From an optimization exercise on the open Yosys and OpenROAD flow, aimed at small area, a short achievable clock period and few clock cycles per item; shortcuts taken in it are not production practice.
At most, simulation tests tie the RTL to the original design; equivalence was not proved.
The flow treats the clock pin as an ideal source, which a real chip does not have.

==> flow/design.v (excerpt) <==
module pp_accumulator #(
   parameter int N = pp_pkg::N_DEF,
   parameter int K = pp_pkg::K_DEF
) (
   input  logic           clk,
   input  logic           rst,
   input  logic           in_valid,
   output logic           in_ready,
   input  logic [N*2*N-1:0] in_pp,
   output logic           out_valid,
   input  logic           out_ready,
   output logic [2*N-1:0] out_product
);
For scale: roughly 970 cells after synthesis, roughly 200 flip-flops, ~16000 µm² of cells after synthesis.
export LEC_CHECK = 0
export CAP_MARGIN = 20
export CORE_MARGIN = 2
export CORE_UTILIZATION = 60
export PLACE_DENSITY = 0.75
export SLEW_MARGIN = 20
create_clock -name core_clock -period 5.0 [get_ports {clk}]
standard.sh (not shown) runs the stock make flow with config.mk's settings and CLKGATE_MAP_FILE= SYNTH_SCRIPT=/design/flow/synth_recipe.tcl, a recipe that flattens the netlist after the stock synthesis.
==> flow/flow/run.sh <==
#!/bin/bash
# Own layout flow: the standard ORFS flow with these changes.
#  - Yosys's generic synth skips its early "abc -fast" pass (SYNTH_ARGS=-noabc) so the
#    3:2 counters of the adder tree reach extract_fa as written and map to full-adder
#    cells without polarity inverters between them. Registers are unchanged.
#  - Ports are buffered with sky130_fd_sc_hd__buf_1 instead of the default delay buffer.
#  - After clock tree synthesis, flow/skew.tcl delays the clock of the last stage's
#    registers (useful skew for the register-to-register paths into them).
# Each tool's full output is in flow_make.log and in ORFS's logs under orfs/logs/.
set -euo pipefail
here=$(pwd)
bash standard.sh SYNTH_ARGS=-noabc "BUFFER_PORTS_ARGS=-buffer_cell sky130_fd_sc_hd__buf_1" \
  "POST_CTS_TCL=$here/flow/skew.tcl" "SKEW_BUFS=sky130_fd_sc_hd__clkdlybuf4s50_1 sky130_fd_sc_hd__clkbuf_2 sky130_fd_sc_hd__clkbuf_8" "SKEW_MIN_BIT=6" \
  finish > flow_make.log 2>&1
==> flow/flow/skew.tcl <==
# Sourced by ORFS's cts.tcl after clock tree synthesis (POST_CTS_TCL).
# Useful skew for the register-to-register paths of the last pipeline stage:
# the output register (out_product) and the skid register behind it get their
# clock later than the rest of the design, through SKEW_BUFS clock buffers in
# series in front of their clock pins on each clock-tree leaf net that reaches
# them. Bits below SKEW_MIN_BIT are left alone: their adder paths are short
# and would only need hold buffers. The output register's paths to the
# outputs get correspondingly less slack.
set skew_cells $::env(SKEW_BUFS)
set min_bit $::env(SKEW_MIN_BIT)
set groups [dict create]
foreach c [concat [get_cells out_product*] [get_cells -quiet skid*]] {
  if {![regexp {\[([0-9]+)\]} [get_full_name $c] -> bit] || $bit < $min_bit} { continue }
  set pin [get_pins -of_objects $c -filter "lib_pin_name==CLK"]
  set net [get_nets -of_objects $pin]
  dict lappend groups [get_full_name $net] $pin
}
set k 0
dict for {n pins} $groups {
  set net [get_nets $n]
  foreach cell $skew_cells {
    set newnet "skew_net_$k"
    insert_buffer -buffer_cell $cell -net $net -load_pins $pins -buffer_name "skew_buf_$k" -net_name $newnet
    set net [get_nets $newnet]
    incr k
  }
}
puts "skew: inserted $k clock buffers on [dict size $groups] leaf nets"
detailed_placement
check_placement -verbose
estimate_parasitics -placement
report_clock_skew
report_checks -path_delay max -group_path_count 1
The starting point completed with no timing, DRC or antenna violations.
==> next run, changes <==
==> flow/flow/run.sh (replaced) <==
#!/bin/bash
# Own layout flow: the standard ORFS flow with these changes.
#  - Yosys's generic synth skips its early "abc -fast" pass (SYNTH_ARGS=-noabc) so the
#    3:2 counters of the adder tree reach extract_fa as written and map to full-adder
#    cells without polarity inverters between them. Registers are unchanged.
#  - Ports are buffered with sky130_fd_sc_hd__buf_1 instead of the default delay buffer.
#  - After clock tree synthesis, flow/skew.tcl delays the output register's clock
#    (useful skew for the register-to-register paths into it).
set -euo pipefail
here=$(pwd)
bash standard.sh SYNTH_ARGS=-noabc "BUFFER_PORTS_ARGS=-buffer_cell sky130_fd_sc_hd__buf_1" \
  "POST_CTS_TCL=$here/flow/skew.tcl" "SKEW_BUFS=sky130_fd_sc_hd__clkdlybuf4s50_1 sky130_fd_sc_hd__clkbuf_2 sky130_fd_sc_hd__clkbuf_8" \
  finish > flow_make.log 2>&1
==> flow/flow/skew.tcl (replaced) <==
# Sourced by ORFS's cts.tcl after clock tree synthesis (POST_CTS_TCL).
# Gives the output register (out_product, and the skid register behind it) a later clock than the rest of the
# design, by SKEW_BUFS clock buffers in series in front of its clock pins on
# each clock-tree leaf net that reaches it. This only helps the paths between
# the pipeline register and the output register; the output register's paths
# to the outputs get correspondingly less slack.
set skew_cells [expr {[info exists ::env(SKEW_BUFS)] ? $::env(SKEW_BUFS) : "sky130_fd_sc_hd__clkbuf_2"}]
set groups [dict create]
foreach c [concat [get_cells out_product*] [get_cells -quiet skid*]] {
  set pin [get_pins -of_objects $c -filter "lib_pin_name==CLK"]
  set net [get_nets -of_objects $pin]
  dict lappend groups [get_full_name $net] $pin
}
set k 0
dict for {n pins} $groups {
  set net [get_nets $n]
  foreach cell $skew_cells {
    set newnet "skew_net_$k"
    insert_buffer -buffer_cell $cell -net $net -load_pins $pins -buffer_name "skew_buf_$k" -net_name $newnet
    set net [get_nets $newnet]
    incr k
  }
}
puts "skew: inserted $k clock buffers on [dict size $groups] leaf nets"
detailed_placement
check_placement -verbose
estimate_parasitics -placement
report_clock_skew
report_checks -path_delay max -group_path_count 1
SETUP_SLACK_MARGIN = 2.0   (was not set)
=>
- The changed run finished with timing, DRC and antenna clean
- sequential cell count stays the same
- maximum frequency increases by 12%
- final area is higher by 3.7%
- first-iteration DRC count decreases by 28%
- worst setup slack is better by 0.37 ns
- global-route usage climbs by 0.75 points
- die area is unchanged
- sequential share of layout area is lower by 0.82 points
==> next run, changes <==
SETUP_SLACK_MARGIN = not set   (was 2.0)
=>
- die area does not change
- clock skew went up by 0.024 ns
- synthesized cell count is unchanged
- setup slack gets worse by 0.48 ns
- wire length decreases by 1.5%
- via count goes down by 1.4%
No functional check of the RTL was part of any run of this note.

* * *

Setup of the previous run:
Another version of the RTL of pp_accumulator (not shown whole).
For scale: about 930 cells after synthesis, ~230 flip-flops, ~550 I/O pins, roughly 17,000 sq um of cells after synthesis.
// pp_accumulator
module pp_accumulator #(
   parameter int N = pp_pkg::N_DEF,
   parameter int K = pp_pkg::K_DEF
) (
   input  logic           clk,
   input  logic           rst,
   input  logic           in_valid,
   output logic           in_ready,
   input  logic [N*2*N-1:0] in_pp,
   output logic           out_valid,
   input  logic           out_ready,
   output logic [2*N-1:0] out_product
);
==> flow/config.mk <==
export PLATFORM = sky130hd
export DESIGN_NAME = pp_accumulator
export DESIGN_NICKNAME = pp_accumulator
export VERILOG_FILES = /design/flow/design.v
export SDC_FILE = /design/flow/constraint.sdc
export NUM_CORES = 4
export LEC_CHECK = 0
export CAP_MARGIN = 20
export CORE_MARGIN = 2
export CORE_UTILIZATION = 60
export PLACE_DENSITY = 0.75
export SETUP_SLACK_MARGIN = 2.0
export SLEW_MARGIN = 20
==> flow/constraint.sdc <==
create_clock -name core_clock -period 5.0 [get_ports {clk}]
set_input_delay 1.0000 -clock core_clock [delete_from_list [all_inputs] [get_ports {clk}]]
set_output_delay 1.0000 -clock core_clock [all_outputs]
set_load 0.01 [all_outputs]
==> flow/flow/run.sh <==
#!/bin/bash
# Own layout flow: the standard ORFS flow with two changes.
#  - Yosys's generic synth skips its early "abc -fast" pass (SYNTH_ARGS=-noabc) so the
#    3:2 counters of the adder tree reach extract_fa as written and map to full-adder
#    cells without polarity inverters between them. Registers are unchanged.
#  - Ports are buffered with sky130_fd_sc_hd__buf_1 instead of the default delay buffer.
set -euo pipefail
bash standard.sh SYNTH_ARGS=-noabc "BUFFER_PORTS_ARGS=-buffer_cell sky130_fd_sc_hd__buf_1" finish > flow_make.log 2>&1
Testbench counts of the previous run, summed over its fixed seeds: cycles 1,624, items 1,600.
Modified inputs, the current run compared to the previous run
Settings: SETUP_SLACK_MARGIN changed from 2.0 to 2.4; PLACE_DENSITY removed (was 0.75); CORE_UTILIZATION changed from 60 to 40.
--- outcome ---
The current run reached the final stage; the timing, design-rule and antenna checks on its layout passed.
Of the two values seen for critical path launch point, in_pp[211] was produced by the current run and in_pp[17] by the previous run.
[the current run vs the previous run] area of combinational cells with multiple inputs: higher in the current run
Looking only at post-route non-filler standard cell count, and setting everything else aside, the lower value of the current run and the previous run goes to the previous run.
The current run has more setup slack than the previous run.

* * *

Another version of the RTL of pp_accumulator (not shown whole).
Size: about 960 cells after synthesis, about 200 flip-flops, ~550 I/O pins, ~16000 um^2 of cells after synthesis.
Settings: LEC_CHECK=0, CAP_MARGIN=20, CORE_MARGIN=2, CORE_UTILIZATION=60, PLACE_DENSITY=0.75, SETUP_SLACK_MARGIN=2.2, SLEW_MARGIN=20; clock period 5.0 ns.
==> flow/flow/run.sh <==
#!/bin/bash
# Own layout flow: the standard ORFS flow with these changes.
#  - Yosys's generic synth skips its early "abc -fast" pass (SYNTH_ARGS=-noabc) so the
#    3:2 counters of the adder tree reach extract_fa as written and map to full-adder
#    cells without polarity inverters between them. Registers are unchanged.
#  - Ports are buffered with sky130_fd_sc_hd__buf_1 instead of the default delay buffer.
#  - After clock tree synthesis, flow/skew.tcl delays the clock of the last stage's
#    registers (useful skew for the register-to-register paths into them).
# Each tool's full output is in flow_make.log and in ORFS's logs under orfs/logs/.
set -euo pipefail
here=$(pwd)
bash standard.sh SYNTH_ARGS=-noabc "BUFFER_PORTS_ARGS=-buffer_cell sky130_fd_sc_hd__buf_1" \
  "POST_CTS_TCL=$here/flow/skew.tcl" "SKEW_BUFS=sky130_fd_sc_hd__clkdlybuf4s50_1 sky130_fd_sc_hd__clkdlybuf4s25_1 sky130_fd_sc_hd__clkbuf_8" "SKEW_MIN_BIT=4" \
  finish > flow_make.log 2>&1
==> flow/flow/skew.tcl <==
# Sourced by ORFS's cts.tcl after clock tree synthesis (POST_CTS_TCL).
# Useful skew for the register-to-register paths of the last pipeline stage:
# the output register (out_product) and the skid register behind it get their
# clock later than the rest of the design, through SKEW_BUFS clock buffers in
# series in front of their clock pins on each clock-tree leaf net that reaches
# them. Bits below SKEW_MIN_BIT are left alone: their adder paths are short
# and would only need hold buffers. The output register's paths to the
# outputs get correspondingly less slack.
set skew_cells $::env(SKEW_BUFS)
set min_bit $::env(SKEW_MIN_BIT)
set groups [dict create]
foreach c [concat [get_cells out_product*] [get_cells -quiet skid*]] {
  if {![regexp {\[([0-9]+)\]} [get_full_name $c] -> bit] || $bit < $min_bit} { continue }
  set pin [get_pins -of_objects $c -filter "lib_pin_name==CLK"]
  set net [get_nets -of_objects $pin]
  dict lappend groups [get_full_name $net] $pin
}
set k 0
dict for {n pins} $groups {
  set net [get_nets $n]
  foreach cell $skew_cells {
    set newnet "skew_net_$k"
    insert_buffer -buffer_cell $cell -net $net -load_pins $pins -buffer_name "skew_buf_$k" -net_name $newnet
    set net [get_nets $newnet]
    incr k
  }
}
puts "skew: inserted $k clock buffers on [dict size $groups] leaf nets"
detailed_placement
check_placement -verbose
estimate_parasitics -placement
report_clock_skew
report_checks -path_delay max -group_path_count 1
Testbench counts at the start, summed over its fixed seeds: cycles 1,616, items 1,600.
Edit:
Settings changed: CORE_UTILIZATION 60 to 50, HOLD_SLACK_MARGIN from default to 0.1, PLACE_DENSITY 0.75 to 0.7, SETUP_SLACK_MARGIN 2.2 to default.
Outcome: The changed run went through all stages and came out clean; cell area falls by 3.9%; first-iteration DRC count is lower by 29%; wire length came out lower by 3.2%; global-route usage drops by 4.6 points; fmax is lower by 3.1%; synthesized area stays the same; setup slack degrades by 0.095 ns; clock skew decreases by 0.076 ns.
Edit:
Settings changed: CORE_UTILIZATION 50 to 60, HOLD_SLACK_MARGIN 0.1 to default, PLACE_DENSITY 0.7 to 0.75, SETUP_SLACK_MARGIN from default to 2.4.
Effect:
- This time the run ran to the end with violations: hold timing
- global-route usage came out higher by 5.3 points
- wire length grows by 9.7%
- synthesized area does not change
- design area rose by 7.6%
- fmax came out higher by 0.90%
- final cell count falls by 1.8%
- sequential share of layout area is lower by 1.7 points
- worst hold slack degrades by 0.14 ns
- critical path depth is lower by 10
Edit:
Settings changed: SETUP_SLACK_MARGIN 2.4 to default.
The changed run produced a clean layout; fmax came out higher by 2.9%; utilization fell by 6.2 points; global-route usage drops by 1.6 points; first-iteration DRC count fell by 16%; die area stays the same; hold slack gains 0.061 ns; routed wire length fell by 8.5%; sequential share of layout area grows by 1.9 points; worst setup slack gets better by 0.084 ns; cell area shrinks by 7.7%.
Edit:
--- a/flow/flow/run.sh
+++ b/flow/flow/run.sh
@@ -11,4 +11,4 @@
 here=$(pwd)
 bash standard.sh SYNTH_ARGS=-noabc "BUFFER_PORTS_ARGS=-buffer_cell sky130_fd_sc_hd__buf_1" \
-  "POST_CTS_TCL=$here/flow/skew.tcl" "SKEW_BUFS=sky130_fd_sc_hd__clkdlybuf4s50_1 sky130_fd_sc_hd__clkdlybuf4s25_1 sky130_fd_sc_hd__clkbuf_8" "SKEW_MIN_BIT=4" \
+  "POST_CTS_TCL=$here/flow/skew.tcl" "SKEW_BUFS=sky130_fd_sc_hd__clkdlybuf4s50_1 sky130_fd_sc_hd__clkbuf_2 sky130_fd_sc_hd__clkbuf_8" "SKEW_MIN_BIT=4" \
   finish > flow_make.log 2>&1
Effect:
- die area does not change
- via count barely changes
- area after synthesis stays the same
- setup slack degrades by 0.21 ns
- design area falls by 0.32%
- routed wire length falls by 0.53%
- sequential share of layout area stays flat

==> separate check: timing with driven ports <==
The flow's constraints put no driver on any port. The routed layouts listed below were extracted and timed again, unchanged, in two steps. Step 1, drivers: a clkbuf_16 drives clk and a buf_2 each remaining input, both assumed. Step 2, shift: input delay + t, output delay - t, t = (earliest + latest rising clock arrival at the registers) / 2. This alone moves slack from input paths to output paths. a / b / c = ideal ports / drivers / drivers and shift; a / b = the first two.
run	t, ns	slack for setup (ns)	hold WS [ns]	latest minus earliest clock arrival (ns)	worst register clock-pin slew, ns	cell pins on the clock port's net
the first run of note 1	0.840	1.547 / 1.498 / 1.306	0.177 / 0.177 / 0.177	0.774 / 0.774	0.08 / 0.08	1
the second run of note 1	0.832	1.918 / 1.866 / 1.318	0.130 / 0.130 / 0.130	0.752 / 0.753	0.07 / 0.07	1
the third run of note 1	0.840	1.442 / 1.442 / 1.304	0.096 / 0.096 / 0.096	0.777 / 0.777	0.08 / 0.08	1
the previous run	0.555	2.074 / 2.098 / 1.543	0.340 / 0.314 / 0.542	0.006 / 0.006	0.06 / 0.06	1
the current run	0.584	2.128 / 2.145 / 1.561	0.321 / 0.293 / 0.539	0.014 / 0.014	0.06 / 0.06	1
the first run of note 3	0.954	2.063 / 2.015 / 1.222	0.066 / 0.066 / 0.066	0.991 / 0.992	0.07 / 0.07	1
the second run of note 3	0.906	1.968 / 1.968 / 1.255	0.090 / 0.090 / 0.090	0.906 / 0.905	0.07 / 0.07	1
the third run of note 3	0.922	1.995 / 1.953 / 1.246	-0.050 / -0.050 / -0.050	0.951 / 0.951	0.07 / 0.07	1
the fourth run of note 3	0.929	2.079 / 2.040 / 1.221	0.011 / 0.011 / 0.011	0.946 / 0.946	0.07 / 0.07	1
the fifth run of note 3	0.838	1.867 / 1.867 / 1.312	0.198 / 0.198 / 0.198	0.763 / 0.763	0.07 / 0.07	1
Clock arrivals are far apart in 8 of these runs, so t is only a midpoint there and step 2 fits no single register. The setup slack of the fourth run of note 3, which loses most, moves by -0.039 ns with the drivers and by -0.858 ns with both steps.
